This is an optimization exercise on Yosys and OpenROAD, whose aim is small area, a short achievable clock period and few clock cycles per item, not a production implementation. At most, simulation tests tie the RTL to the original design; equivalence was not proved. Function not checked in run 1: the RTL went through the layout flow alone.

==> flow/design.v, too long to show whole: its modules and the start of the top module <==
// module bcmd_fa: 10 lines
// module bcmd_xtree: 819 lines
// module bcmd_shtree: 78 lines
// module bcmd_filt: 182 lines
// module bcmd_q1tree: 318 lines
// module bcmd_ttree: 372 lines
// module bcmd_atree: 103 lines
// module bcmd_mixsum: 473 lines
// module bcmd_magtree: 137 lines
// module bcmd_integ: 166 lines
// module bcmd_target: 122 lines
// module balance_car_motor_drive: 340 lines
module balance_car_motor_drive (
  input  wire logic        clk_i,
  input  wire logic        rst_ni,
  input  wire logic        cfg_we_i,
  input  wire logic [2:0]  cfg_idx_i,
  input  wire logic [14:0] cfg_data_i,
  input  wire logic        s_axis_tvalid_i,
  output logic             s_axis_tready_o,
  input  wire logic [95:0] s_axis_tdata_i,
  output logic             m_axis_tvalid_o,
  input  wire logic        m_axis_tready_i,
  output logic [31:0]      m_axis_tdata_o
);
  // ...
==> flow/run.sh <==
#!/bin/bash
# synth_recipe.tcl (not shown) runs the flow's synth.tcl, then flattens the netlist and writes it again
# the make line also repeats each setting of config.mk as NAME=value (left out here)
make -C /OpenROAD-flow-scripts/flow DESIGN_CONFIG=/design/flow/config.mk WORK_HOME=/design/flow/orfs CLKGATE_MAP_FILE= SYNTH_SCRIPT=/design/flow/synth_recipe.tcl finish
==> flow/config.mk <==
export PLATFORM = sky130hd
export DESIGN_NAME = balance_car_motor_drive
export DESIGN_NICKNAME = balance_car_motor_drive
export VERILOG_FILES = /design/flow/design.v
export SDC_FILE = /design/flow/constraint.sdc
export NUM_CORES = 4
export LEC_CHECK = 0
export CAP_MARGIN = 20
export CORE_MARGIN = 2
export CORE_UTILIZATION = 65
export PLACE_DENSITY = 0.75
export SETUP_SLACK_MARGIN = 5
export SLEW_MARGIN = 20
export SYNTH_HIERARCHICAL = 1
export SYNTH_MINIMUM_KEEP_SIZE = 0
==> flow/constraint.sdc <==
create_clock -name core_clock -period 12.0 [get_ports {clk_i}]
set_input_delay 2.4000 -clock core_clock [delete_from_list [all_inputs] [get_ports {clk_i}]]
set_output_delay 2.4000 -clock core_clock [all_outputs]
set_load 0.01 [all_outputs]
==> run_results.csv, run 1 <==
group,metric,value,unit
cts,cts_hold_buf,0,
routing,via_count,46100,
final_layout,seq_area,0.0214,sq mm
placement,place.gp.congestion,0.917,
routing,vias_per_cell,6.10,
routing,wl_met3,12.6,mm
logic_synthesis,synth_area_per_cell,11.4,sq um
timing,drv_slew,0,
floorplanning,start_util,65.5,%
logic_synthesis,yosysWarnings,7,
routing,wirelength_met1,68.4,mm
timing,worst_pin_slew,1.10,ns
final_layout,syn_to_final_growth,5.76,%
global_route,met1_usage,41.7,%
global_route,grt_pass1_vias,48300,
timing,fin_crit,5.08,ns
final_layout,final_common_cell,"fa_1",
logic_synthesis,synthesis.area,0.0703,sq mm
routing,drt-initial-drc-count,3440,
final_layout,multi_input_area_share,59.8,%
placement,io_buffers,144,
timing,max_freq,0.197,GHz
setup_path,r2r-end,"integ_q[15]",
global_route,antenna_found_initial,16,
cts,clkLatencyLatePin,0.68,ns
cts,clockBufferDepth,3,
outcome,status,"complete, no violations",
global_route,grt_pass1_wl,265,mm
placement,place_area,0.0713,sq mm
logic_synthesis,synthCells,6180,
setup_path,crit_start,"s3_ft[3]",
worst_hold_path,holdCritStartpoint,"s1_turn",
==> module bcmd_filt, before the edit <==
module bcmd_filt (
  input  wire [17:0] t,
  input  wire c2,
  input  wire [15:0] sh,
  output wire [17:0] tn
);
  wire tm1 = &t;
  wire fneg = t[17] && !(tm1 && c2);
  wire flnz = c2 ? (t[7:0] != 8'hff) : (t[7:0] != 8'h00);
  wire c1 = fneg && flnz;
  wire [25:0] f_sum;
  wire f_1 = t[1] ^ t[3];
  wire f_2 = t[1] & t[3];
  wire f_3 = t[2] ^ t[4];
  wire f_4 = t[2] & t[4];
  wire f_5 = t[3] ^ t[5];
  wire f_6 = t[3] & t[5];
  wire f_7 = t[4] ^ t[6];
  wire f_8 = t[4] & t[6];
  wire f_9 = t[5] ^ t[7];
  wire f_10 = t[5] & t[7];
  wire f_11 = t[6] ^ t[8];
  wire f_12 = t[6] & t[8];
  wire f_13 = t[7] ^ t[9];
  wire f_14 = t[7] & t[9];
  wire f_15 = t[8] ^ t[10];
  wire f_16 = t[8] & t[10];
  wire f_17 = t[9] ^ t[11];
  wire f_18 = t[9] & t[11];
  wire f_19, f_20;
  bcmd_fa u_f_19 (.a(t[10]), .b(t[12]), .c(t[13]), .s(f_19), .co(f_20));
  wire f_21 = t[0] ^ t[1];
  wire f_22 = t[0] & t[1];
  wire f_23 = t[1] ^ t[2];
  wire f_24 = t[1] & t[2];
  wire f_25, f_26;
  bcmd_fa u_f_25 (.a(t[0]), .b(t[2]), .c(t[3]), .s(f_25), .co(f_26));
  wire f_27 = t[6] ^ t[7];
  wire f_28 = t[6] & t[7];
  wire f_29, f_30;
  bcmd_fa u_f_29 (.a(t[4]), .b(t[7]), .c(t[8]), .s(f_29), .co(f_30));
  wire f_31, f_32;
  bcmd_fa u_f_31 (.a(sh[0]), .b(c1), .c(f_1), .s(f_31), .co(f_32));
  wire f_33, f_34;
  bcmd_fa u_f_33 (.a(t[5]), .b(t[8]), .c(t[9]), .s(f_33), .co(f_34));
  wire f_35, f_36;
  bcmd_fa u_f_35 (.a(sh[1]), .b(f_2), .c(f_3), .s(f_35), .co(f_36));
  wire f_37, f_38;
  bcmd_fa u_f_37 (.a(t[6]), .b(t[9]), .c(t[10]), .s(f_37), .co(f_38));
  wire f_39, f_40;
  bcmd_fa u_f_39 (.a(sh[2]), .b(f_4), .c(f_5), .s(f_39), .co(f_40));
  wire f_41, f_42;
  bcmd_fa u_f_41 (.a(t[7]), .b(t[10]), .c(t[11]), .s(f_41), .co(f_42));
  wire f_43, f_44;
  bcmd_fa u_f_43 (.a(sh[3]), .b(f_6), .c(f_7), .s(f_43), .co(f_44));
  wire f_45, f_46;
  bcmd_fa u_f_45 (.a(t[8]), .b(t[11]), .c(t[12]), .s(f_45), .co(f_46));
  wire f_47, f_48;
  bcmd_fa u_f_47 (.a(sh[4]), .b(f_8), .c(f_9), .s(f_47), .co(f_48));
  wire f_49, f_50;
  bcmd_fa u_f_49 (.a(t[9]), .b(t[12]), .c(t[13]), .s(f_49), .co(f_50));
  wire f_51, f_52;
  bcmd_fa u_f_51 (.a(sh[5]), .b(f_10), .c(f_11), .s(f_51), .co(f_52));
  wire f_53, f_54;
  bcmd_fa u_f_53 (.a(t[10]), .b(t[13]), .c(t[14]), .s(f_53), .co(f_54));
  wire f_55, f_56;
  bcmd_fa u_f_55 (.a(sh[6]), .b(f_12), .c(f_13), .s(f_55), .co(f_56));
  wire f_57, f_58;
  bcmd_fa u_f_57 (.a(t[11]), .b(t[14]), .c(t[15]), .s(f_57), .co(f_58));
  wire f_59, f_60;
  bcmd_fa u_f_59 (.a(sh[7]), .b(f_14), .c(f_15), .s(f_59), .co(f_60));
  wire f_61, f_62;
  bcmd_fa u_f_61 (.a(t[12]), .b(t[15]), .c(t[16]), .s(f_61), .co(f_62));
  wire f_63, f_64;
  bcmd_fa u_f_63 (.a(sh[8]), .b(f_16), .c(f_17), .s(f_63), .co(f_64));
  wire f_65, f_66;
  bcmd_fa u_f_65 (.a(t[16]), .b(~t[17]), .c(sh[9]), .s(f_65), .co(f_66));
  wire f_67 = 1'b1 ^ f_18 ^ f_19;
  wire f_68 = (1'b1 & f_18) | (1'b1 & f_19) | (f_18 & f_19);
  wire f_69, f_70;
  bcmd_fa u_f_69 (.a(t[11]), .b(t[13]), .c(t[14]), .s(f_69), .co(f_70));
  wire f_71, f_72;
  bcmd_fa u_f_71 (.a(~t[17]), .b(sh[10]), .c(f_20), .s(f_71), .co(f_72));
  wire f_73, f_74;
  bcmd_fa u_f_73 (.a(t[12]), .b(t[14]), .c(t[15]), .s(f_73), .co(f_74));
  wire f_75 = sh[11] ^ 1'b1;
  wire f_76 = sh[11] & 1'b1;
  wire f_77, f_78;
  bcmd_fa u_f_77 (.a(t[13]), .b(t[15]), .c(t[16]), .s(f_77), .co(f_78));
  wire f_79 = sh[12] ^ 1'b1;
  wire f_80 = sh[12] & 1'b1;
  wire f_81, f_82;
  bcmd_fa u_f_81 (.a(t[14]), .b(t[16]), .c(~t[17]), .s(f_81), .co(f_82));
  wire f_83 = t[0] ^ t[3];
  wire f_84 = t[0] & t[3];
  wire f_85, f_86;
  bcmd_fa u_f_85 (.a(t[4]), .b(t[5]), .c(c2), .s(f_85), .co(f_86));
  wire f_87, f_88;
  bcmd_fa u_f_87 (.a(t[5]), .b(t[6]), .c(f_22), .s(f_87), .co(f_88));
  wire f_89, f_90;
  bcmd_fa u_f_89 (.a(c2), .b(f_24), .c(f_25), .s(f_89), .co(f_90));
  wire f_91, f_92;
  bcmd_fa u_f_91 (.a(f_26), .b(f_28), .c(f_29), .s(f_91), .co(f_92));
  wire f_93, f_94;
  bcmd_fa u_f_93 (.a(f_30), .b(f_32), .c(f_33), .s(f_93), .co(f_94));
  wire f_95, f_96;
  bcmd_fa u_f_95 (.a(f_34), .b(f_36), .c(f_37), .s(f_95), .co(f_96));
  wire f_97, f_98;
  bcmd_fa u_f_97 (.a(f_38), .b(f_40), .c(f_41), .s(f_97), .co(f_98));
  wire f_99, f_100;
  bcmd_fa u_f_99 (.a(f_42), .b(f_44), .c(f_45), .s(f_99), .co(f_100));
  wire f_101, f_102;
  bcmd_fa u_f_101 (.a(f_46), .b(f_48), .c(f_49), .s(f_101), .co(f_102));
  wire f_103, f_104;
  bcmd_fa u_f_103 (.a(f_50), .b(f_52), .c(f_53), .s(f_103), .co(f_104));
  wire f_105, f_106;
  bcmd_fa u_f_105 (.a(f_54), .b(f_56), .c(f_57), .s(f_105), .co(f_106));
  wire f_107, f_108;
  bcmd_fa u_f_107 (.a(f_58), .b(f_60), .c(f_61), .s(f_107), .co(f_108));
  wire f_109, f_110;
  bcmd_fa u_f_109 (.a(f_62), .b(f_64), .c(f_65), .s(f_109), .co(f_110));
  wire f_111, f_112;
  bcmd_fa u_f_111 (.a(f_66), .b(f_68), .c(f_69), .s(f_111), .co(f_112));
  wire f_113, f_114;
  bcmd_fa u_f_113 (.a(f_70), .b(f_72), .c(f_73), .s(f_113), .co(f_114));
  wire f_115, f_116;
  bcmd_fa u_f_115 (.a(f_74), .b(f_76), .c(f_77), .s(f_115), .co(f_116));
  wire f_117, f_118;
  bcmd_fa u_f_117 (.a(sh[13]), .b(f_78), .c(f_80), .s(f_117), .co(f_118));
  wire f_119, f_120;
  bcmd_fa u_f_119 (.a(t[15]), .b(~t[17]), .c(sh[14]), .s(f_119), .co(f_120));
  wire f_121 = t[0] ^ t[1];
  wire f_122 = t[0] & t[1];
  wire f_123 = t[1] ^ t[2];
  wire f_124 = t[1] & t[2];
  wire f_125 = t[2] ^ t[3];
  wire f_126 = t[2] & t[3];
  wire f_127, f_128;
  bcmd_fa u_f_127 (.a(t[4]), .b(c2), .c(f_83), .s(f_127), .co(f_128));
  wire f_129, f_130;
  bcmd_fa u_f_129 (.a(f_21), .b(f_84), .c(f_85), .s(f_129), .co(f_130));
  wire f_131, f_132;
  bcmd_fa u_f_131 (.a(f_23), .b(f_86), .c(f_87), .s(f_131), .co(f_132));
  wire f_133, f_134;
  bcmd_fa u_f_133 (.a(f_27), .b(f_88), .c(f_89), .s(f_133), .co(f_134));
  wire f_135, f_136;
  bcmd_fa u_f_135 (.a(f_31), .b(f_90), .c(f_91), .s(f_135), .co(f_136));
  wire f_137, f_138;
  bcmd_fa u_f_137 (.a(f_35), .b(f_92), .c(f_93), .s(f_137), .co(f_138));
  wire f_139, f_140;
  bcmd_fa u_f_139 (.a(f_39), .b(f_94), .c(f_95), .s(f_139), .co(f_140));
  wire f_141, f_142;
  bcmd_fa u_f_141 (.a(f_43), .b(f_96), .c(f_97), .s(f_141), .co(f_142));
  wire f_143, f_144;
  bcmd_fa u_f_143 (.a(f_47), .b(f_98), .c(f_99), .s(f_143), .co(f_144));
  wire f_145, f_146;
  bcmd_fa u_f_145 (.a(f_51), .b(f_100), .c(f_101), .s(f_145), .co(f_146));
  wire f_147, f_148;
  bcmd_fa u_f_147 (.a(f_55), .b(f_102), .c(f_103), .s(f_147), .co(f_148));
  wire f_149, f_150;
  bcmd_fa u_f_149 (.a(f_59), .b(f_104), .c(f_105), .s(f_149), .co(f_150));
  wire f_151, f_152;
  bcmd_fa u_f_151 (.a(f_63), .b(f_106), .c(f_107), .s(f_151), .co(f_152));
  wire f_153, f_154;
  bcmd_fa u_f_153 (.a(f_67), .b(f_108), .c(f_109), .s(f_153), .co(f_154));
  wire f_155, f_156;
  bcmd_fa u_f_155 (.a(f_71), .b(f_110), .c(f_111), .s(f_155), .co(f_156));
  wire f_157, f_158;
  bcmd_fa u_f_157 (.a(f_75), .b(f_112), .c(f_113), .s(f_157), .co(f_158));
  wire f_159, f_160;
  bcmd_fa u_f_159 (.a(f_79), .b(f_114), .c(f_115), .s(f_159), .co(f_160));
  wire f_161, f_162;
  bcmd_fa u_f_161 (.a(f_81), .b(f_116), .c(f_117), .s(f_161), .co(f_162));
  wire f_163, f_164;
  bcmd_fa u_f_163 (.a(f_82), .b(f_118), .c(f_119), .s(f_163), .co(f_164));
  wire f_165, f_166;
  bcmd_fa u_f_165 (.a(t[16]), .b(~sh[15]), .c(f_120), .s(f_165), .co(f_166));
  wire [25:0] f_ra = {1'b1, ~t[17], f_164, f_162, f_160, f_158, f_156, f_154, f_152, f_150, f_148, f_146, f_144, f_142, f_140, f_138, f_136, f_134, f_132, f_130, f_128, f_126, f_124, f_122, c2, t[0]};
  wire [25:0] f_rb = {1'b0, f_166, f_165, f_163, f_161, f_159, f_157, f_155, f_153, f_151, f_149, f_147, f_145, f_143, f_141, f_139, f_137, f_135, f_133, f_131, f_129, f_127, f_125, f_123, f_121, c2};
  assign f_sum = 26'(f_ra + f_rb);
  assign tn = f_sum[25:8];
endmodule
==> module balance_car_motor_drive, before the edit <==
module balance_car_motor_drive (
  input  wire logic        clk_i,
  input  wire logic        rst_ni,
  input  wire logic        cfg_we_i,
  input  wire logic [2:0]  cfg_idx_i,
  input  wire logic [14:0] cfg_data_i,
  input  wire logic        s_axis_tvalid_i,
  output logic             s_axis_tready_o,
  input  wire logic [95:0] s_axis_tdata_i,
  output logic             m_axis_tvalid_o,
  input  wire logic        m_axis_tready_i,
  output logic [31:0]      m_axis_tdata_o
);
  logic [9:0]  bkp_q, vkp_q, vki_q;
  logic [13:0] bkd_q;
  logic [12:0] pwm_lim_q;
  logic [14:0] int_lim_q;
  logic [7:0]  drv_spd_q;
  logic [5:0]  trn_lim_q;
  always_ff @(posedge clk_i or negedge rst_ni) begin
    if (!rst_ni) begin
      bkp_q     <= 10'd340;
      bkd_q     <= 14'd4096;
      vkp_q     <= 10'd80;
      vki_q     <= 10'd102;
      pwm_lim_q <= 13'd7000;
      int_lim_q <= 15'd6000;
      drv_spd_q <= 8'd20;
      trn_lim_q <= 6'd30;
    end else if (cfg_we_i) begin
      unique case (cfg_idx_i)
        3'd0: bkp_q     <= cfg_data_i[9:0];
        3'd1: bkd_q     <= cfg_data_i[13:0];
        3'd2: vkp_q     <= cfg_data_i[9:0];
        3'd3: vki_q     <= cfg_data_i[9:0];
        3'd4: pwm_lim_q <= cfg_data_i[12:0];
        3'd5: int_lim_q <= cfg_data_i[14:0];
        3'd6: drv_spd_q <= cfg_data_i[7:0];
        3'd7: trn_lim_q <= cfg_data_i[5:0];
        default: ;
      endcase
    end
  end
  logic [9:0]  bkp2_q;
  logic [13:0] bkd2_q;
  always_ff @(posedge clk_i) begin
    bkp2_q <= bkp_q;
    bkd2_q <= bkd_q;
  end
  logic v1_q, v2_q, v3_q, v4_q, v5_q, v6_q;
  logic ovalid_q, svalid_q, tready_q;
  logic [27:0] odata_q, sdata_q;
  logic adv, acc_in;
  assign adv    = !svalid_q;
  assign acc_in = s_axis_tvalid_i && adv;
  logic fwd_q;
  logic dec_fwd, dec_back;
  logic [7:0] in_cmd;
  assign in_cmd = s_axis_tdata_i[91:84];
  always_comb begin
    dec_fwd  = fwd_q;
    dec_back = s_axis_tdata_i[92];
    if (in_cmd[7]) begin
      if (in_cmd[5]) begin
        dec_fwd  = 1'b1;
        dec_back = 1'b0;
      end
      if (in_cmd[4]) begin
        dec_fwd  = 1'b0;
        dec_back = 1'b1;
      end
    end else begin
      dec_fwd  = 1'b0;
      dec_back = 1'b0;
    end
  end
  logic [16:0] s1_angle;
  logic [18:0] s1_rate;
  logic [15:0] s1_yaw;
  logic [12:0] s1_slo;
  logic [3:0]  s1_lh, s1_rh;
  logic        s1_mneg, s1_mpos, s1_turn, s1_tl, s1_gate, s1_stop;
  always_ff @(posedge clk_i) begin
    if (adv) begin
      s1_angle <= s_axis_tdata_i[16:0];
      s1_rate  <= s_axis_tdata_i[35:17];
      s1_yaw   <= (dec_fwd || dec_back) ? s_axis_tdata_i[51:36] : 16'd0;
      s1_slo   <= {1'b0, s_axis_tdata_i[63:52]} + {1'b0, s_axis_tdata_i[79:68]};
      s1_lh    <= s_axis_tdata_i[67:64];
      s1_rh    <= s_axis_tdata_i[83:80];
      s1_mneg  <= dec_fwd && !dec_back;
      s1_mpos  <= dec_back && !dec_fwd;
      s1_turn  <= in_cmd[3];
      s1_tl    <= in_cmd[1];
      s1_gate  <= s_axis_tdata_i[94] && !s_axis_tdata_i[93];
      s1_stop  <= s_axis_tdata_i[93];
    end
  end
  logic [35:0] st1_xa, st1_xb;
  logic [15:0] st1_sh;
  bcmd_xtree u_xtree (.a(s1_angle), .r(s1_rate), .kp(bkp_q), .kp2(bkp2_q), .kd(bkd_q),
                      .kd2(bkd2_q),
                      .xan(st1_xa), .xbn(st1_xb));
  logic [16:0] st1_sum;
  assign st1_sum = {{s1_lh[3], s1_lh} + {s1_rh[3], s1_rh} + {4'd0, s1_slo[12]}, s1_slo[11:0]};
  bcmd_shtree u_shtree (.sm(st1_sum), .sh(st1_sh));
  logic [35:0] s2_xa, s2_xb;
  logic [15:0] s2_sh;
  logic        s2_slnz;
  logic [9:0]  s2_stepl;
  logic [15:0] s2_yaw;
  logic        s2_mneg, s2_mpos, s2_turn, s2_tl, s2_gate, s2_stop;
  always_ff @(posedge clk_i) begin
    if (adv) begin
      s2_xa    <= st1_xa;
      s2_xb    <= st1_xb;
      s2_sh    <= st1_sh;
      s2_slnz  <= s1_slo[7:0] != 8'd0;
      s2_stepl <= bcmd_pkg::step_of(st1_sum);
      s2_yaw   <= s1_yaw;
      s2_mneg  <= s1_mneg;
      s2_mpos  <= s1_mpos;
      s2_turn  <= s1_turn;
      s2_tl    <= s1_tl;
      s2_gate  <= s1_gate;
      s2_stop  <= s1_stop;
    end
  end
  logic [17:0] filt_t_q;
  logic        filt_c_q;
  logic [15:0] target_q;
  logic        started_q;
  logic [9:0]  stepv_q;
  logic [17:0] st2_tn;
  bcmd_filt u_filt (.t(filt_t_q), .c2(filt_c_q), .sh(s2_sh), .tn(st2_tn));
  logic [9:0]  st2_step;
  logic [15:0] st2_target;
  assign st2_step = started_q ? stepv_q : s2_stepl;
  bcmd_target u_target (.tg(target_q), .step(st2_step), .tl(s2_tl), .turn(s2_turn),
                        .lim(trn_lim_q), .target(st2_target));
  logic [35:0] st2_x;
  assign st2_x = ~s2_xa + ~s2_xb;
  always_ff @(posedge clk_i or negedge rst_ni) begin
    if (!rst_ni) begin
      filt_t_q  <= '0;
      filt_c_q  <= 1'b0;
      target_q  <= '0;
      started_q <= 1'b0;
    end else if (adv && v2_q) begin
      filt_t_q  <= st2_tn;
      filt_c_q  <= st2_tn[17] && s2_slnz;
      target_q  <= st2_target;
      started_q <= s2_turn;
    end
  end
  always_ff @(posedge clk_i) begin
    if (adv && v2_q) stepv_q <= st2_step;
  end
  logic [19:0] s3_bal;
  logic        s3_bc;
  logic [17:0] s3_ft;
  logic        s3_fc;
  logic [15:0] s3_yaw;
  logic [8:0]  s3_nm;
  logic        s3_mpos, s3_gate, s3_stop;
  always_ff @(posedge clk_i) begin
    if (adv) begin
      s3_bal  <= st2_x[35:16];
      s3_ft   <= st2_tn;
      s3_fc   <= st2_tn[17] && s2_slnz;
      s3_bc   <= st2_x[35] && (st2_x[15:0] != 16'd0);
      s3_yaw  <= s2_yaw;
      s3_nm   <= s2_mneg ? {1'b0, drv_spd_q} : s2_mpos ? 9'd256 - {1'b0, drv_spd_q} : 9'd0;
      s3_mpos <= s2_mpos;
      s3_gate <= s2_gate;
      s3_stop <= s2_stop;
    end
  end
  logic [15:0] integ_q;
  logic [15:0] st3_integ;
  bcmd_integ u_integ (.ig(integ_q), .t(s3_ft), .c2(s3_fc), .nm(s3_nm), .mpos(s3_mpos),
                      .lim(int_lim_q), .integ(st3_integ));
  always_ff @(posedge clk_i or negedge rst_ni) begin
    if (!rst_ni) begin
      integ_q <= '0;
    end else if (adv && v3_q) begin
      integ_q <= s3_stop ? 16'd0 : st3_integ;
    end
  end
  logic [28:0] st3_qa, st3_qb;
  bcmd_q1tree u_q1 (.t(s3_ft), .c2(s3_fc), .k(vkp_q), .qa(st3_qa), .qb(st3_qb));
  logic        st3_s, st3_cz;
  logic [15:0] st3_xs;
  bcmd_atree u_atree (.yaw(s3_yaw), .tg(target_q), .s(st3_s), .xs(st3_xs), .cz(st3_cz));
  logic [19:0] s4_bal;
  logic        s4_bc;
  logic [28:0] s4_qa, s4_qb;
  logic [15:0] s4_ig;
  logic [15:0] s4_xs;
  logic        s4_cz, s4_s, s4_gate;
  always_ff @(posedge clk_i) begin
    if (adv) begin
      s4_bal  <= s3_bal;
      s4_bc   <= s3_bc;
      s4_qa   <= st3_qa;
      s4_ig   <= st3_integ;
      s4_qb   <= st3_qb;
      s4_xs   <= st3_xs;
      s4_cz   <= st3_cz;
      s4_s    <= st3_s;
      s4_gate <= s3_gate;
    end
  end
  logic [28:0] st4_ta, st4_tb;
  logic        st4_c8, st4_nz;
  logic [10:0] st4_mag;
  bcmd_ttree u_ttree (.qa(s4_qa), .qb(s4_qb), .ig(s4_ig), .k(vki_q), .ta(st4_ta), .tb(st4_tb),
                      .c8(st4_c8), .nz(st4_nz));
  bcmd_magtree u_mag (.xs(s4_xs), .cz(s4_cz), .mag(st4_mag));
  logic [19:0] s5_bal;
  logic        s5_bc;
  logic [28:0] s5_ta, s5_tb;
  logic        s5_c8, s5_nz;
  logic [10:0] s5_mag;
  logic        s5_s, s5_gate;
  always_ff @(posedge clk_i) begin
    if (adv) begin
      s5_bal  <= s4_bal;
      s5_bc   <= s4_bc;
      s5_ta   <= st4_ta;
      s5_tb   <= st4_tb;
      s5_c8   <= st4_c8;
      s5_nz   <= st4_nz;
      s5_mag  <= st4_mag;
      s5_s    <= s4_s;
      s5_gate <= s4_gate;
    end
  end
  logic        st5_vc, st5_hp1, st5_h0, st5_hm1, st5_hm2, st5_hm3, st5_hneg;
  logic [15:0] st5_lsl, st5_rsl;
  bcmd_mixsum u_mix (.ta(s5_ta), .tb(s5_tb), .c8(s5_c8), .nz(s5_nz), .bal(s5_bal), .bc(s5_bc),
                     .mag(s5_mag), .s(s5_s), .vc(st5_vc), .hp1(st5_hp1), .h0(st5_h0),
                     .hm1(st5_hm1), .hm2(st5_hm2), .hm3(st5_hm3), .hneg(st5_hneg),
                     .lsl(st5_lsl), .rsl(st5_rsl));
  logic [15:0] s6_lsl, s6_rsl;
  logic        s6_hp1, s6_h0, s6_hm1, s6_hm2, s6_hm3, s6_hneg, s6_gate;
  always_ff @(posedge clk_i) begin
    if (adv) begin
      s6_lsl  <= st5_lsl;
      s6_rsl  <= st5_rsl;
      s6_hp1  <= st5_hp1;
      s6_h0   <= st5_h0;
      s6_hm1  <= st5_hm1;
      s6_hm2  <= st5_hm2;
      s6_hm3  <= st5_hm3;
      s6_hneg <= st5_hneg;
      s6_gate <= s5_gate;
    end
  end
  function automatic logic [13:0] drive(input logic [15:0] sl,
                                        input logic hp1, input logic h0, input logic hm1,
                                        input logic hm2, input logic hm3, input logic hneg,
                                        input logic [12:0] pl, input logic on);
    logic [12:0] lo;
    logic [2:0]  c;
    logic        is0, ism1, neg;
    logic [13:0] lp;
    lo   = sl[12:0];
    c    = sl[15:13];
    is0  = (c == 3'b111 && hp1) || (c == 3'b000 && h0) || (c == 3'b001 && hm1) ||
           (c == 3'b010 && hm2);
    ism1 = (c == 3'b111 && h0) || (c == 3'b000 && hm1) || (c == 3'b001 && hm2) ||
           (c == 3'b010 && hm3);
    neg  = hneg && !(hm1 && c == 3'b010);
    lp   = {1'b0, lo} + {1'b0, pl};
    if (!on) begin
      drive = {1'b1, 13'd0};
    end else if (is0) begin
      drive[12:0] = (lo > pl) ? pl : lo;
      drive[13]   = (lo == 13'd0) || (pl == 13'd0);
    end else if (ism1) begin
      drive[12:0] = lp[13] ? -lo : pl;
      drive[13]   = 1'b1;
    end else begin
      drive[12:0] = pl;
      drive[13]   = neg || (pl == 13'd0);
    end
  endfunction
  logic [27:0] st6_res;
  assign st6_res = {drive(s6_rsl, s6_hp1, s6_h0, s6_hm1, s6_hm2, s6_hm3, s6_hneg,
                          pwm_lim_q, s6_gate),
                    drive(s6_lsl, s6_hp1, s6_h0, s6_hm1, s6_hm2, s6_hm3, s6_hneg,
                          pwm_lim_q, s6_gate)};
  logic exit_v, take;
  assign exit_v = v6_q && adv;
  assign take   = ovalid_q && m_axis_tready_i;
  always_ff @(posedge clk_i or negedge rst_ni) begin
    if (!rst_ni) begin
      fwd_q    <= 1'b0;
      v1_q     <= 1'b0;
      v2_q     <= 1'b0;
      v3_q     <= 1'b0;
      v4_q     <= 1'b0;
      v5_q     <= 1'b0;
      v6_q     <= 1'b0;
      ovalid_q <= 1'b0;
      svalid_q <= 1'b0;
      tready_q <= 1'b1;
    end else begin
      if (acc_in) fwd_q <= dec_fwd;
      if (adv) begin
        v1_q <= acc_in;
        v2_q <= v1_q;
        v3_q <= v2_q;
        v4_q <= v3_q;
        v5_q <= v4_q;
        v6_q <= v5_q;
      end
      if (!ovalid_q || take) begin
        ovalid_q <= svalid_q || exit_v;
        svalid_q <= 1'b0;
        tready_q <= 1'b1;
      end else if (exit_v) begin
        svalid_q <= 1'b1;
        tready_q <= 1'b0;
      end
    end
  end
  always_ff @(posedge clk_i) begin
    if (!ovalid_q || take) begin
      odata_q <= svalid_q ? sdata_q : st6_res;
    end
    if (!svalid_q) begin
      sdata_q <= st6_res;
    end
  end
  assign s_axis_tready_o = tready_q;
  assign m_axis_tvalid_o = ovalid_q;
  assign m_axis_tdata_o  = {4'd0, odata_q};
endmodule
==> inputs of run 2 (changes only) <==
--- a/flow/design.v
+++ b/flow/design.v
@@ -1181,177 +1181,189 @@
   output wire [17:0] tn
 );
-  wire tm1 = &t;
-  wire fneg = t[17] && !(tm1 && c2);
-  wire flnz = c2 ? (t[7:0] != 8'hff) : (t[7:0] != 8'h00);
-  wire c1 = fneg && flnz;
   wire [25:0] f_sum;
-  wire f_1 = t[1] ^ t[3];
-  wire f_2 = t[1] & t[3];
-  wire f_3 = t[2] ^ t[4];
-  wire f_4 = t[2] & t[4];
-  wire f_5 = t[3] ^ t[5];
-  wire f_6 = t[3] & t[5];
-  wire f_7 = t[4] ^ t[6];
-  wire f_8 = t[4] & t[6];
-  wire f_9 = t[5] ^ t[7];
-  wire f_10 = t[5] & t[7];
-  wire f_11 = t[6] ^ t[8];
-  wire f_12 = t[6] & t[8];
-  wire f_13 = t[7] ^ t[9];
-  wire f_14 = t[7] & t[9];
-  wire f_15 = t[8] ^ t[10];
-  wire f_16 = t[8] & t[10];
-  wire f_17 = t[9] ^ t[11];
-  wire f_18 = t[9] & t[11];
-  wire f_19, f_20;
-  bcmd_fa u_f_19 (.a(t[10]), .b(t[12]), .c(t[13]), .s(f_19), .co(f_20));
-  wire f_21 = t[0] ^ t[1];
-  wire f_22 = t[0] & t[1];
-  wire f_23 = t[1] ^ t[2];
-  wire f_24 = t[1] & t[2];
+  wire f_1 = t[0] ^ t[2];
+  wire f_2 = t[0] & t[2];
+  wire f_3 = t[1] ^ t[3];
+  wire f_4 = t[1] & t[3];
+  wire f_5 = t[2] ^ t[4];
+  wire f_6 = t[2] & t[4];
+  wire f_7 = t[3] ^ t[5];
+  wire f_8 = t[3] & t[5];
+  wire f_9 = t[4] ^ t[6];
+  wire f_10 = t[4] & t[6];
+  wire f_11 = t[5] ^ t[7];
+  wire f_12 = t[5] & t[7];
+  wire f_13 = t[6] ^ t[8];
+  wire f_14 = t[6] & t[8];
+  wire f_15 = t[7] ^ t[9];
+  wire f_16 = t[7] & t[9];
+  wire f_17 = t[8] ^ t[10];
+  wire f_18 = t[8] & t[10];
+  wire f_19 = t[9] ^ t[11];
+  wire f_20 = t[9] & t[11];
+  wire f_21, f_22;
+  bcmd_fa u_f_21 (.a(t[10]), .b(t[12]), .c(t[13]), .s(f_21), .co(f_22));
+  wire f_23 = t[0] ^ t[3];
+  wire f_24 = t[0] & t[3];
   wire f_25, f_26;
-  bcmd_fa u_f_25 (.a(t[0]), .b(t[2]), .c(t[3]), .s(f_25), .co(f_26));
-  wire f_27 = t[6] ^ t[7];
-  wire f_28 = t[6] & t[7];
+  bcmd_fa u_f_25 (.a(t[0]), .b(t[1]), .c(t[4]), .s(f_25), .co(f_26));
+  wire f_27 = t[5] ^ c2;
+  wire f_28 = t[5] & c2;
   wire f_29, f_30;
-  bcmd_fa u_f_29 (.a(t[4]), .b(t[7]), .c(t[8]), .s(f_29), .co(f_30));
-  wire f_31, f_32;
-  bcmd_fa u_f_31 (.a(sh[0]), .b(c1), .c(f_1), .s(f_31), .co(f_32));
+  bcmd_fa u_f_29 (.a(t[1]), .b(t[2]), .c(t[5]), .s(f_29), .co(f_30));
+  wire f_31 = t[6] ^ t[17];
+  wire f_32 = t[6] & t[17];
   wire f_33, f_34;
-  bcmd_fa u_f_33 (.a(t[5]), .b(t[8]), .c(t[9]), .s(f_33), .co(f_34));
+  bcmd_fa u_f_33 (.a(t[3]), .b(t[6]), .c(t[7]), .s(f_33), .co(f_34));
   wire f_35, f_36;
-  bcmd_fa u_f_35 (.a(sh[1]), .b(f_2), .c(f_3), .s(f_35), .co(f_36));
+  bcmd_fa u_f_35 (.a(c2), .b(t[17]), .c(f_1), .s(f_35), .co(f_36));
   wire f_37, f_38;
-  bcmd_fa u_f_37 (.a(t[6]), .b(t[9]), .c(t[10]), .s(f_37), .co(f_38));
+  bcmd_fa u_f_37 (.a(t[4]), .b(t[7]), .c(t[8]), .s(f_37), .co(f_38));
   wire f_39, f_40;
-  bcmd_fa u_f_39 (.a(sh[2]), .b(f_4), .c(f_5), .s(f_39), .co(f_40));
+  bcmd_fa u_f_39 (.a(sh[0]), .b(f_2), .c(f_3), .s(f_39), .co(f_40));
   wire f_41, f_42;
-  bcmd_fa u_f_41 (.a(t[7]), .b(t[10]), .c(t[11]), .s(f_41), .co(f_42));
+  bcmd_fa u_f_41 (.a(t[5]), .b(t[8]), .c(t[9]), .s(f_41), .co(f_42));
   wire f_43, f_44;
-  bcmd_fa u_f_43 (.a(sh[3]), .b(f_6), .c(f_7), .s(f_43), .co(f_44));
+  bcmd_fa u_f_43 (.a(sh[1]), .b(f_4), .c(f_5), .s(f_43), .co(f_44));
   wire f_45, f_46;
-  bcmd_fa u_f_45 (.a(t[8]), .b(t[11]), .c(t[12]), .s(f_45), .co(f_46));
+  bcmd_fa u_f_45 (.a(t[6]), .b(t[9]), .c(t[10]), .s(f_45), .co(f_46));
   wire f_47, f_48;
-  bcmd_fa u_f_47 (.a(sh[4]), .b(f_8), .c(f_9), .s(f_47), .co(f_48));
+  bcmd_fa u_f_47 (.a(sh[2]), .b(f_6), .c(f_7), .s(f_47), .co(f_48));
   wire f_49, f_50;
-  bcmd_fa u_f_49 (.a(t[9]), .b(t[12]), .c(t[13]), .s(f_49), .co(f_50));
+  bcmd_fa u_f_49 (.a(t[7]), .b(t[10]), .c(t[11]), .s(f_49), .co(f_50));
   wire f_51, f_52;
-  bcmd_fa u_f_51 (.a(sh[5]), .b(f_10), .c(f_11), .s(f_51), .co(f_52));
+  bcmd_fa u_f_51 (.a(sh[3]), .b(f_8), .c(f_9), .s(f_51), .co(f_52));
   wire f_53, f_54;
-  bcmd_fa u_f_53 (.a(t[10]), .b(t[13]), .c(t[14]), .s(f_53), .co(f_54));
+  bcmd_fa u_f_53 (.a(t[8]), .b(t[11]), .c(t[12]), .s(f_53), .co(f_54));
   wire f_55, f_56;
-  bcmd_fa u_f_55 (.a(sh[6]), .b(f_12), .c(f_13), .s(f_55), .co(f_56));
+  bcmd_fa u_f_55 (.a(sh[4]), .b(f_10), .c(f_11), .s(f_55), .co(f_56));
   wire f_57, f_58;
-  bcmd_fa u_f_57 (.a(t[11]), .b(t[14]), .c(t[15]), .s(f_57), .co(f_58));
+  bcmd_fa u_f_57 (.a(t[9]), .b(t[12]), .c(t[13]), .s(f_57), .co(f_58));
   wire f_59, f_60;
-  bcmd_fa u_f_59 (.a(sh[7]), .b(f_14), .c(f_15), .s(f_59), .co(f_60));
+  bcmd_fa u_f_59 (.a(sh[5]), .b(f_12), .c(f_13), .s(f_59), .co(f_60));
   wire f_61, f_62;
-  bcmd_fa u_f_61 (.a(t[12]), .b(t[15]), .c(t[16]), .s(f_61), .co(f_62));
+  bcmd_fa u_f_61 (.a(t[10]), .b(t[13]), .c(t[14]), .s(f_61), .co(f_62));
   wire f_63, f_64;
-  bcmd_fa u_f_63 (.a(sh[8]), .b(f_16), .c(f_17), .s(f_63), .co(f_64));
+  bcmd_fa u_f_63 (.a(sh[6]), .b(f_14), .c(f_15), .s(f_63), .co(f_64));
   wire f_65, f_66;
-  bcmd_fa u_f_65 (.a(t[16]), .b(~t[17]), .c(sh[9]), .s(f_65), .co(f_66));
-  wire f_67 = 1'b1 ^ f_18 ^ f_19;
-  wire f_68 = (1'b1 & f_18) | (1'b1 & f_19) | (f_18 & f_19);
+  bcmd_fa u_f_65 (.a(t[11]), .b(t[14]), .c(t[15]), .s(f_65), .co(f_66));
+  wire f_67, f_68;
+  bcmd_fa u_f_67 (.a(sh[7]), .b(f_16), .c(f_17), .s(f_67), .co(f_68));
   wire f_69, f_70;
-  bcmd_fa u_f_69 (.a(t[11]), .b(t[13]), .c(t[14]), .s(f_69), .co(f_70));
+  bcmd_fa u_f_69 (.a(t[12]), .b(t[15]), .c(t[16]), .s(f_69), .co(f_70));
   wire f_71, f_72;
-  bcmd_fa u_f_71 (.a(~t[17]), .b(sh[10]), .c(f_20), .s(f_71), .co(f_72));
+  bcmd_fa u_f_71 (.a(sh[8]), .b(f_18), .c(f_19), .s(f_71), .co(f_72));
   wire f_73, f_74;
-  bcmd_fa u_f_73 (.a(t[12]), .b(t[14]), .c(t[15]), .s(f_73), .co(f_74));
-  wire f_75 = sh[11] ^ 1'b1;
-  wire f_76 = sh[11] & 1'b1;
+  bcmd_fa u_f_73 (.a(t[16]), .b(~t[17]), .c(sh[9]), .s(f_73), .co(f_74));
+  wire f_75 = 1'b1 ^ f_20 ^ f_21;
+  wire f_76 = (1'b1 & f_20) | (1'b1 & f_21) | (f_20 & f_21);
   wire f_77, f_78;
-  bcmd_fa u_f_77 (.a(t[13]), .b(t[15]), .c(t[16]), .s(f_77), .co(f_78));
-  wire f_79 = sh[12] ^ 1'b1;
-  wire f_80 = sh[12] & 1'b1;
+  bcmd_fa u_f_77 (.a(t[11]), .b(t[13]), .c(t[14]), .s(f_77), .co(f_78));
+  wire f_79, f_80;
+  bcmd_fa u_f_79 (.a(~t[17]), .b(sh[10]), .c(f_22), .s(f_79), .co(f_80));
   wire f_81, f_82;
-  bcmd_fa u_f_81 (.a(t[14]), .b(t[16]), .c(~t[17]), .s(f_81), .co(f_82));
-  wire f_83 = t[0] ^ t[3];
-  wire f_84 = t[0] & t[3];
+  bcmd_fa u_f_81 (.a(t[12]), .b(t[14]), .c(t[15]), .s(f_81), .co(f_82));
+  wire f_83 = sh[11] ^ 1'b1;
+  wire f_84 = sh[11] & 1'b1;
   wire f_85, f_86;
-  bcmd_fa u_f_85 (.a(t[4]), .b(t[5]), .c(c2), .s(f_85), .co(f_86));
-  wire f_87, f_88;
-  bcmd_fa u_f_87 (.a(t[5]), .b(t[6]), .c(f_22), .s(f_87), .co(f_88));
+  bcmd_fa u_f_85 (.a(t[13]), .b(t[15]), .c(t[16]), .s(f_85), .co(f_86));
+  wire f_87 = sh[12] ^ 1'b1;
+  wire f_88 = sh[12] & 1'b1;
   wire f_89, f_90;
-  bcmd_fa u_f_89 (.a(c2), .b(f_24), .c(f_25), .s(f_89), .co(f_90));
-  wire f_91, f_92;
-  bcmd_fa u_f_91 (.a(f_26), .b(f_28), .c(f_29), .s(f_91), .co(f_92));
-  wire f_93, f_94;
-  bcmd_fa u_f_93 (.a(f_30), .b(f_32), .c(f_33), .s(f_93), .co(f_94));
-  wire f_95, f_96;
-  bcmd_fa u_f_95 (.a(f_34), .b(f_36), .c(f_37), .s(f_95), .co(f_96));
+  bcmd_fa u_f_89 (.a(t[14]), .b(t[16]), .c(~t[17]), .s(f_89), .co(f_90));
+  wire f_91 = t[0] ^ t[1];
+  wire f_92 = t[0] & t[1];
+  wire f_93 = t[1] ^ t[2];
+  wire f_94 = t[1] & t[2];
+  wire f_95 = t[2] ^ t[3];
+  wire f_96 = t[2] & t[3];
   wire f_97, f_98;
-  bcmd_fa u_f_97 (.a(f_38), .b(f_40), .c(f_41), .s(f_97), .co(f_98));
+  bcmd_fa u_f_97 (.a(t[4]), .b(c2), .c(t[17]), .s(f_97), .co(f_98));
   wire f_99, f_100;
-  bcmd_fa u_f_99 (.a(f_42), .b(f_44), .c(f_45), .s(f_99), .co(f_100));
+  bcmd_fa u_f_99 (.a(t[17]), .b(f_24), .c(f_25), .s(f_99), .co(f_100));
   wire f_101, f_102;
-  bcmd_fa u_f_101 (.a(f_46), .b(f_48), .c(f_49), .s(f_101), .co(f_102));
+  bcmd_fa u_f_101 (.a(f_26), .b(f_28), .c(f_29), .s(f_101), .co(f_102));
   wire f_103, f_104;
-  bcmd_fa u_f_103 (.a(f_50), .b(f_52), .c(f_53), .s(f_103), .co(f_104));
+  bcmd_fa u_f_103 (.a(f_30), .b(f_32), .c(f_33), .s(f_103), .co(f_104));
   wire f_105, f_106;
-  bcmd_fa u_f_105 (.a(f_54), .b(f_56), .c(f_57), .s(f_105), .co(f_106));
+  bcmd_fa u_f_105 (.a(f_34), .b(f_36), .c(f_37), .s(f_105), .co(f_106));
   wire f_107, f_108;
-  bcmd_fa u_f_107 (.a(f_58), .b(f_60), .c(f_61), .s(f_107), .co(f_108));
+  bcmd_fa u_f_107 (.a(f_38), .b(f_40), .c(f_41), .s(f_107), .co(f_108));
   wire f_109, f_110;
-  bcmd_fa u_f_109 (.a(f_62), .b(f_64), .c(f_65), .s(f_109), .co(f_110));
+  bcmd_fa u_f_109 (.a(f_42), .b(f_44), .c(f_45), .s(f_109), .co(f_110));
   wire f_111, f_112;
-  bcmd_fa u_f_111 (.a(f_66), .b(f_68), .c(f_69), .s(f_111), .co(f_112));
+  bcmd_fa u_f_111 (.a(f_46), .b(f_48), .c(f_49), .s(f_111), .co(f_112));
   wire f_113, f_114;
-  bcmd_fa u_f_113 (.a(f_70), .b(f_72), .c(f_73), .s(f_113), .co(f_114));
+  bcmd_fa u_f_113 (.a(f_50), .b(f_52), .c(f_53), .s(f_113), .co(f_114));
   wire f_115, f_116;
-  bcmd_fa u_f_115 (.a(f_74), .b(f_76), .c(f_77), .s(f_115), .co(f_116));
+  bcmd_fa u_f_115 (.a(f_54), .b(f_56), .c(f_57), .s(f_115), .co(f_116));
   wire f_117, f_118;
-  bcmd_fa u_f_117 (.a(sh[13]), .b(f_78), .c(f_80), .s(f_117), .co(f_118));
+  bcmd_fa u_f_117 (.a(f_58), .b(f_60), .c(f_61), .s(f_117), .co(f_118));
   wire f_119, f_120;
-  bcmd_fa u_f_119 (.a(t[15]), .b(~t[17]), .c(sh[14]), .s(f_119), .co(f_120));
-  wire f_121 = t[0] ^ t[1];
-  wire f_122 = t[0] & t[1];
-  wire f_123 = t[1] ^ t[2];
-  wire f_124 = t[1] & t[2];
-  wire f_125 = t[2] ^ t[3];
-  wire f_126 = t[2] & t[3];
+  bcmd_fa u_f_119 (.a(f_62), .b(f_64), .c(f_65), .s(f_119), .co(f_120));
+  wire f_121, f_122;
+  bcmd_fa u_f_121 (.a(f_66), .b(f_68), .c(f_69), .s(f_121), .co(f_122));
+  wire f_123, f_124;
+  bcmd_fa u_f_123 (.a(f_70), .b(f_72), .c(f_73), .s(f_123), .co(f_124));
+  wire f_125, f_126;
+  bcmd_fa u_f_125 (.a(f_74), .b(f_76), .c(f_77), .s(f_125), .co(f_126));
   wire f_127, f_128;
-  bcmd_fa u_f_127 (.a(t[4]), .b(c2), .c(f_83), .s(f_127), .co(f_128));
+  bcmd_fa u_f_127 (.a(f_78), .b(f_80), .c(f_81), .s(f_127), .co(f_128));
   wire f_129, f_130;
-  bcmd_fa u_f_129 (.a(f_21), .b(f_84), .c(f_85), .s(f_129), .co(f_130));
+  bcmd_fa u_f_129 (.a(f_82), .b(f_84), .c(f_85), .s(f_129), .co(f_130));
   wire f_131, f_132;
-  bcmd_fa u_f_131 (.a(f_23), .b(f_86), .c(f_87), .s(f_131), .co(f_132));
+  bcmd_fa u_f_131 (.a(sh[13]), .b(f_86), .c(f_88), .s(f_131), .co(f_132));
   wire f_133, f_134;
-  bcmd_fa u_f_133 (.a(f_27), .b(f_88), .c(f_89), .s(f_133), .co(f_134));
-  wire f_135, f_136;
-  bcmd_fa u_f_135 (.a(f_31), .b(f_90), .c(f_91), .s(f_135), .co(f_136));
+  bcmd_fa u_f_133 (.a(t[15]), .b(~t[17]), .c(sh[14]), .s(f_133), .co(f_134));
+  wire f_135 = t[0] ^ c2;
+  wire f_136 = t[0] & c2;
   wire f_137, f_138;
-  bcmd_fa u_f_137 (.a(f_35), .b(f_92), .c(f_93), .s(f_137), .co(f_138));
+  bcmd_fa u_f_137 (.a(c2), .b(t[17]), .c(f_91), .s(f_137), .co(f_138));
   wire f_139, f_140;
-  bcmd_fa u_f_139 (.a(f_39), .b(f_94), .c(f_95), .s(f_139), .co(f_140));
+  bcmd_fa u_f_139 (.a(t[17]), .b(f_92), .c(f_93), .s(f_139), .co(f_140));
   wire f_141, f_142;
-  bcmd_fa u_f_141 (.a(f_43), .b(f_96), .c(f_97), .s(f_141), .co(f_142));
+  bcmd_fa u_f_141 (.a(t[17]), .b(f_94), .c(f_95), .s(f_141), .co(f_142));
   wire f_143, f_144;
-  bcmd_fa u_f_143 (.a(f_47), .b(f_98), .c(f_99), .s(f_143), .co(f_144));
+  bcmd_fa u_f_143 (.a(f_23), .b(f_96), .c(f_97), .s(f_143), .co(f_144));
   wire f_145, f_146;
-  bcmd_fa u_f_145 (.a(f_51), .b(f_100), .c(f_101), .s(f_145), .co(f_146));
+  bcmd_fa u_f_145 (.a(f_27), .b(f_98), .c(f_99), .s(f_145), .co(f_146));
   wire f_147, f_148;
-  bcmd_fa u_f_147 (.a(f_55), .b(f_102), .c(f_103), .s(f_147), .co(f_148));
+  bcmd_fa u_f_147 (.a(f_31), .b(f_100), .c(f_101), .s(f_147), .co(f_148));
   wire f_149, f_150;
-  bcmd_fa u_f_149 (.a(f_59), .b(f_104), .c(f_105), .s(f_149), .co(f_150));
+  bcmd_fa u_f_149 (.a(f_35), .b(f_102), .c(f_103), .s(f_149), .co(f_150));
   wire f_151, f_152;
-  bcmd_fa u_f_151 (.a(f_63), .b(f_106), .c(f_107), .s(f_151), .co(f_152));
+  bcmd_fa u_f_151 (.a(f_39), .b(f_104), .c(f_105), .s(f_151), .co(f_152));
   wire f_153, f_154;
-  bcmd_fa u_f_153 (.a(f_67), .b(f_108), .c(f_109), .s(f_153), .co(f_154));
+  bcmd_fa u_f_153 (.a(f_43), .b(f_106), .c(f_107), .s(f_153), .co(f_154));
   wire f_155, f_156;
-  bcmd_fa u_f_155 (.a(f_71), .b(f_110), .c(f_111), .s(f_155), .co(f_156));
+  bcmd_fa u_f_155 (.a(f_47), .b(f_108), .c(f_109), .s(f_155), .co(f_156));
   wire f_157, f_158;
-  bcmd_fa u_f_157 (.a(f_75), .b(f_112), .c(f_113), .s(f_157), .co(f_158));
+  bcmd_fa u_f_157 (.a(f_51), .b(f_110), .c(f_111), .s(f_157), .co(f_158));
   wire f_159, f_160;
-  bcmd_fa u_f_159 (.a(f_79), .b(f_114), .c(f_115), .s(f_159), .co(f_160));
+  bcmd_fa u_f_159 (.a(f_55), .b(f_112), .c(f_113), .s(f_159), .co(f_160));
   wire f_161, f_162;
-  bcmd_fa u_f_161 (.a(f_81), .b(f_116), .c(f_117), .s(f_161), .co(f_162));
+  bcmd_fa u_f_161 (.a(f_59), .b(f_114), .c(f_115), .s(f_161), .co(f_162));
   wire f_163, f_164;
-  bcmd_fa u_f_163 (.a(f_82), .b(f_118), .c(f_119), .s(f_163), .co(f_164));
+  bcmd_fa u_f_163 (.a(f_63), .b(f_116), .c(f_117), .s(f_163), .co(f_164));
   wire f_165, f_166;
-  bcmd_fa u_f_165 (.a(t[16]), .b(~sh[15]), .c(f_120), .s(f_165), .co(f_166));
-  wire [25:0] f_ra = {1'b1, ~t[17], f_164, f_162, f_160, f_158, f_156, f_154, f_152, f_150, f_148, f_146, f_144, f_142, f_140, f_138, f_136, f_134, f_132, f_130, f_128, f_126, f_124, f_122, c2, t[0]};
-  wire [25:0] f_rb = {1'b0, f_166, f_165, f_163, f_161, f_159, f_157, f_155, f_153, f_151, f_149, f_147, f_145, f_143, f_141, f_139, f_137, f_135, f_133, f_131, f_129, f_127, f_125, f_123, f_121, c2};
+  bcmd_fa u_f_165 (.a(f_67), .b(f_118), .c(f_119), .s(f_165), .co(f_166));
+  wire f_167, f_168;
+  bcmd_fa u_f_167 (.a(f_71), .b(f_120), .c(f_121), .s(f_167), .co(f_168));
+  wire f_169, f_170;
+  bcmd_fa u_f_169 (.a(f_75), .b(f_122), .c(f_123), .s(f_169), .co(f_170));
+  wire f_171, f_172;
+  bcmd_fa u_f_171 (.a(f_79), .b(f_124), .c(f_125), .s(f_171), .co(f_172));
+  wire f_173, f_174;
+  bcmd_fa u_f_173 (.a(f_83), .b(f_126), .c(f_127), .s(f_173), .co(f_174));
+  wire f_175, f_176;
+  bcmd_fa u_f_175 (.a(f_87), .b(f_128), .c(f_129), .s(f_175), .co(f_176));
+  wire f_177, f_178;
+  bcmd_fa u_f_177 (.a(f_89), .b(f_130), .c(f_131), .s(f_177), .co(f_178));
+  wire f_179, f_180;
+  bcmd_fa u_f_179 (.a(f_90), .b(f_132), .c(f_133), .s(f_179), .co(f_180));
+  wire f_181, f_182;
+  bcmd_fa u_f_181 (.a(t[16]), .b(~sh[15]), .c(f_134), .s(f_181), .co(f_182));
+  wire [25:0] f_ra = {1'b1, ~t[17], f_180, f_178, f_176, f_174, f_172, f_170, f_168, f_166, f_164, f_162, f_160, f_158, f_156, f_154, f_152, f_150, f_148, f_146, f_144, f_142, f_140, f_138, f_136, t[17]};
+  wire [25:0] f_rb = {1'b0, f_182, f_181, f_179, f_177, f_175, f_173, f_171, f_169, f_167, f_165, f_163, f_161, f_159, f_157, f_155, f_153, f_151, f_149, f_147, f_145, f_143, f_141, f_139, f_137, f_135};
   assign f_sum = 26'(f_ra + f_rb);
   assign tn = f_sum[25:8];
@@ -3230,5 +3242,5 @@
   logic [15:0] integ_q;
   logic [15:0] st3_integ;
-  bcmd_integ u_integ (.ig(integ_q), .t(s3_ft), .c2(s3_fc), .nm(s3_nm), .mpos(s3_mpos),
+  bcmd_integ u_integ (.ig(integ_q), .t(filt_t_q), .c2(filt_c_q), .nm(s3_nm), .mpos(s3_mpos),
                       .lim(int_lim_q), .integ(st3_integ));
   always_ff @(posedge clk_i or negedge rst_ni) begin
==> run_results.csv, run 2 <==
group,metric,value,unit
timing,whs,0.389,ns
cts,cts_resized,0,
cts,clockBufferDepth,3,
timing,max_freq,0.199,GHz
floorplanning,core_area,0.107,sq mm
floorplanning,io_pins,153,
outcome,status,"complete, no violations",
routing,drt_wl_total,164,mm
timing,timing.final.crit_share,41.9,%
setup_path,cp.required,12.54,ns
final_layout,seq_area,0.0214,sq mm
routing,wire_per_inst,21.8,um
timing,worst_pin_slew,1.12,ns
cts,root_buffer,"clkbuf_16",
logic_synthesis,synth_area_per_cell,11.4,sq um
cts,numCtsBuffers,87,
floorplanning,start_util,65.6,%
final_layout,syn_to_final_growth,5.57,%
final_layout,nNetsFinal,7711,
global_route,grt_pass1_vias,48100,
setup_path,criticalPathCategory,"reg -> reg",
final_layout,final_common_cell,"fa_1",
setup_path,startpoint_type,"flip-flop",
floorplanning,dieWidth,333,um
logic_synthesis,synthCells,6179,
cts,post_cts_buffers,0,
setup_path,end_kind,"flip-flop",
worst_hold_path,hp-class,"reg -> reg",
placement,place.gp.congestion,0.925,
timing,slew_headroom,25.4,%
final_layout,nFillCells,7864,
timing,skew,0.0330,ns
global_route,grt_max_degree,172,
job,max_cap_violations,0,
final_layout,reg_top3,"s2_xa: 36 flops, s2_xb: 36 flops",
final_layout,n_antenna_cell,0,
setup_path,worst_ep_arrival_time,5.57,ns
floorplanning,die_y,333,um
final_layout,drive_above_1_share,7.24,%
final_layout,multi_input_area,0.0446,sq mm
routing,ant_nets,0,
cts,clkLatencyLatePin,0.69,ns
timing,setup_violations,0,
routing,vias_per_cell,6.11,
placement,io_buffers,144,
global_route,overflow,0,
routing,dr.pass1.iters,5,
final_layout,final_cell_mix,"919 x fa_1, 683 x nand2_1, 613 x ha_1, 553 x edfxtp_1, 533 x inv_1",
global_route,grt_pass1_wl,263,mm
logic_synthesis,synthesis.area,0.0704,sq mm
timing,hold_violations,0,
cts,ctsHtreeMaxLevel,3,
global_route,antenna_found_initial,7,
timing,finalSetupTns,0,ns
cts,cts.sink_count,753,
floorplanning,die_area,0.111,sq mm
timing,fin_crit,5.02,ns
routing,drc_errors,0,
timing,drv_slew,0,
cts,clk_pin_slew,0.07,ns
floorplanning,rows,120,
cts,cts_tree,"yes",
cts,cts_hold_buf,0,
timing,rsz0062_at_grt,"false",
setup_path,crit_path_max_fanout,13,
placement,dp_hpwl,127,mm
global_route,grtUsageTotal,30.3,%
routing,via_count,46000,
final_layout,post-route-util,69.3,%
routing,drt-initial-drc-count,3618,
logic_synthesis,yosysWarnings,7,
-- run 2: final timing paths --
check / start / to / slack, ns / cells past startpoint
min in group asynchronous: rst_ni / target_q[5] / 1.76 / 1
max in group asynchronous: rst_ni / bkp_q[5] / 8.74 / 2
worst min-delay path: s2_yaw[6] / s3_yaw[6] / 0.39 / 0
worst min register to register: s2_yaw[6] / s3_yaw[6] / 0.39 / 0
worst max-delay path: filt_t_q[17] / filt_c_q / 6.98 / 12
worst max register to register: filt_t_q[17] / filt_c_q / 6.98 / 12
-- run 2: cell type report --
type / instances / area share [%]
clock buffer: 112 / 3.14
clock inverter: 49 / 0.714
inverter: 535 / 2.71
multi-input combinational: 4510 / 60.0
sequential: 753 / 28.8
tap: 1403 / 2.36
timing repair buffer: 173 / 2.27
-- run 2: per-layer routing --
layer	part of all wire, %	track usage, %
met5	0.014	0
met4	4.3	11.7
met3	7.6	5.54
met2	46	48.2
met1	42	41.7
-- run 2: through the flow --
| step | worst slack (ns) | cells | instance area, sq um |
|---|---|---|---|
| floorplan | 3.35 | 6185 | 70400 |
| global placement | 6.80 | 7374 | 71400 |
| detailed placement | 6.70 | 7374 | 71400 |
| CTS | 6.93 | 7535 | 74300 |
| global route | 6.65 | 7535 | 74300 |
| finish | 6.98 | 7535 | 74300 |
-- run 2: worst max-delay path: stages (launching register included) --
cell,delay [ns]
dfrtp_1,0.79
inv_1,0.39
fa_1,0.53
fa_1,0.57
fa_1,0.41
ha_1,0.44
and3_4,0.25
nand2_1,0.12
o41ai_2,0.57
o31a_1,0.20
nor2_1,0.14
and2_1,0.21
mux2_2,0.26
Testbench counts of run 2, summed over its fixed seeds: cycles 3,264, items 3,200.
==> inputs of run 3 (changes only) <==
--- a/flow/config.mk
+++ b/flow/config.mk
@@ -8,6 +8,6 @@
 export CAP_MARGIN = 20
 export CORE_MARGIN = 2
-export CORE_UTILIZATION = 65
-export PLACE_DENSITY = 0.75
+export CORE_UTILIZATION = 60
+export PLACE_DENSITY = 0.7
 export SETUP_SLACK_MARGIN = 5
 export SLEW_MARGIN = 20
==> run_results.csv, run 3 <==
group,metric,value,unit
setup_path,criticalPathCategory,"reg -> reg",
setup_path,reg2reg_from,"filt_t_q[6]",
placement,place.gp.congestion,0.920,
worst_hold_path,holdCritStartpoint,"s2_yaw[6]",
cts,clockBufferDepth,3,
cts,post_cts_buffers,0,
floorplanning,core_area,0.116,sq mm
cts,numCtsBuffers,87,
outcome,status,"complete, no violations",
placement,post-place-ws,6.81,ns
cts,clkLatencyLatePin,0.68,ns
setup_path,worst_ep_arrival_time,5.41,ns
final_layout,final_cell_mix,"919 x fa_1, 683 x nand2_1, 613 x ha_1, 553 x edfxtp_1, 533 x inv_1",
global_route,antenna_found_initial,7,
floorplanning,start_util,60.5,%
timing,finalSetupTns,0,ns
cts,cts_tree,"yes",
setup_path,r2r_slack,7.18,ns
floorplanning,io_pins,153,
timing,hold_violations,0,
setup_path,cp_common_cell,"fa_1",
routing,drc_errors,0,
setup_path,end_kind,"flip-flop",
logic_synthesis,synthCells,6179,
logic_synthesis,yosysWarnings,7,
cts,root_buffer,"clkbuf_16",
final_layout,seq_area,0.0214,sq mm
floorplanning,die_area,0.120,sq mm
cts,cts_resized,0,
setup_path,critPathSlowestCell,"dfrtp_1",
timing,skew,0.0254,ns
timing,worst_pin_slew,1.21,ns
timing,max_freq,0.207,GHz
timing,rsz0062_at_grt,"false",
timing,drv_slew,0,
logic_synthesis,synth_area_per_cell,11.4,sq um
routing,drt-initial-drc-count,3323,
setup_path,path_cells,"ha_1 -> fa_1 -> fa_1 -> fa_1 -> ha_1 -> a21oi_1 -> o21ai_1 -> a31oi_1 -> o21ai_1 -> o31a_1 -> nor2_1 -> and2_1 -> mux2_2",
final_layout,nNetsFinal,7713,
global_route,grtUsageTotal,27.9,%
timing,fin_crit,4.82,ns
setup_path,crit_start,"filt_t_q[6]",
worst_hold_path,hp-class,"reg -> reg",
final_layout,nFillCells,9097,
floorplanning,rows,125,
final_layout,multi_input_area,0.0446,sq mm
setup_path,cp.required,12.59,ns
logic_synthesis,synthesis.area,0.0704,sq mm
routing,dr.pass1.iters,5,
job,max_cap_violations,0,
final_layout,final_common_cell,"fa_1",
final_layout,reg_top3,"s2_xa: 36 flops, s2_xb: 36 flops",
routing,ant_nets,0,
cts,cts_hold_buf,0,
timing,timing.final.crit_share,40.2,%
timing,slew_headroom,19.4,%
setup_path,startpoint_type,"flip-flop",
final_layout,syn_to_final_growth,6.11,%
floorplanning,die_y,346,um
global_route,overflow,0,
routing,drt_wl_total,165,mm
floorplanning,dieWidth,346,um
setup_path,cp_top_family,"adder cells",
setup_path,crit_path_max_fanout,8,
global_route,grt_pass1_wl,263,mm
placement,dp_hpwl,127,mm
placement,io_buffers,144,
cts,cts.sink_count,753,
routing,wire_per_inst,21.5,um
cts,ctsHtreeMaxLevel,3,
setup_path,worst_path_largest_cell_delay,0.68,ns
routing,via_count,45500,
global_route,grt_max_degree,191,
cts,clk_pin_slew,0.06,ns
setup_path,critPathBufInv,0,
timing,setup_ws,7.18,ns
global_route,grt_pass1_vias,47600,
routing,vias_per_cell,5.94,
final_layout,drive_above_1_share,7.56,%
timing,setup_violations,0,
==> run 3: final timing paths <==
path	to	cells after the start
worst max-delay path	filt_c_q	13
worst min-delay path	s3_yaw[6]	0
worst max register to register	filt_c_q	13
worst min register to register	s3_yaw[6]	0
max in group asynchronous	bkd_q[0]	2
min in group asynchronous	target_q[3]	1
==> run 3: routing by layer <==
metal | vias up | GRT usage [%] | share of wire (%)
met5 | - | 0 | 0.045
met4 | 12 | 9.64 | 3.4
met3 | 314 | 5.00 | 6.8
met2 | 1536 | 45.0 | 47
met1 | 23000 | 38.5 | 43
li1 | 20700 | - | -
==> run 3: stage by stage <==
step	hold WS [ns]	instance area (sq um)	util (%)	instances
CTS	0.406	74600	64.2	7660
finish	0.409	74700	64.2	7661
global placement	0.400	71600	61.6	7497
floorplan	0.359	70400	-	6185
global route	0.411	74700	64.2	7660
detailed placement	0.405	71600	61.6	7497
==> run 3: cell type report <==
cell class | count | area share, %
multi-input combinational | 4510 | 59.7
timing repair buffer | 175 | 2.26
sequential | 753 | 28.7
clock buffer | 109 | 3.22
clock inverter | 54 | 0.908
tap | 1524 | 2.55
antenna | 1 | 0.00335
inverter | 535 | 2.70
==> run 3: worst register-to-register path, delay by kind of cell, from the launching register on <==
family,cells,cell delay [ns]
multiplexers,1,0.14
AO/OA/AOI/OAI,5,1.17
adder cells (fa/ha/maj),5,2.15
flip-flops,1,0.68
AND/OR/NAND/NOR,2,0.63

-- static timing again, ports no longer ideal --
No port has a modelled driver above. Below, the same layouts with a new extraction and two added sets of constraints. Step 1, drivers: a clkbuf_16 drives clk_i and a buf_2 each remaining input, both assumed. Step 2, shift: input delay + t, output delay - t, t = (earliest + latest rising clock arrival at the registers) / 2. This alone moves slack from input paths to output paths. Slacks: ideal ports / drivers / drivers and shift; pairs: ideal ports / drivers.
run | t, ns | setup slack, ns | hold slack, ns | clock arrival spread, ns | cell pins on the clock port's net
run 1 | 0.747 | 6.921 / 6.921 / 6.772 | 0.409 / 0.409 / 0.409 | 0.035 / 0.036 | 1
run 2 | 0.741 | 6.976 / 6.976 / 6.727 | 0.389 / 0.389 / 0.389 | 0.034 / 0.034 | 1
run 3 | 0.733 | 7.178 / 7.178 / 6.784 | 0.409 / 0.409 / 0.409 | 0.032 / 0.032 | 1
After both steps setup and hold are still met in every run listed. The setup slack of run 3, which loses most, moves by 0.000 ns with the drivers and by -0.394 ns with both steps.
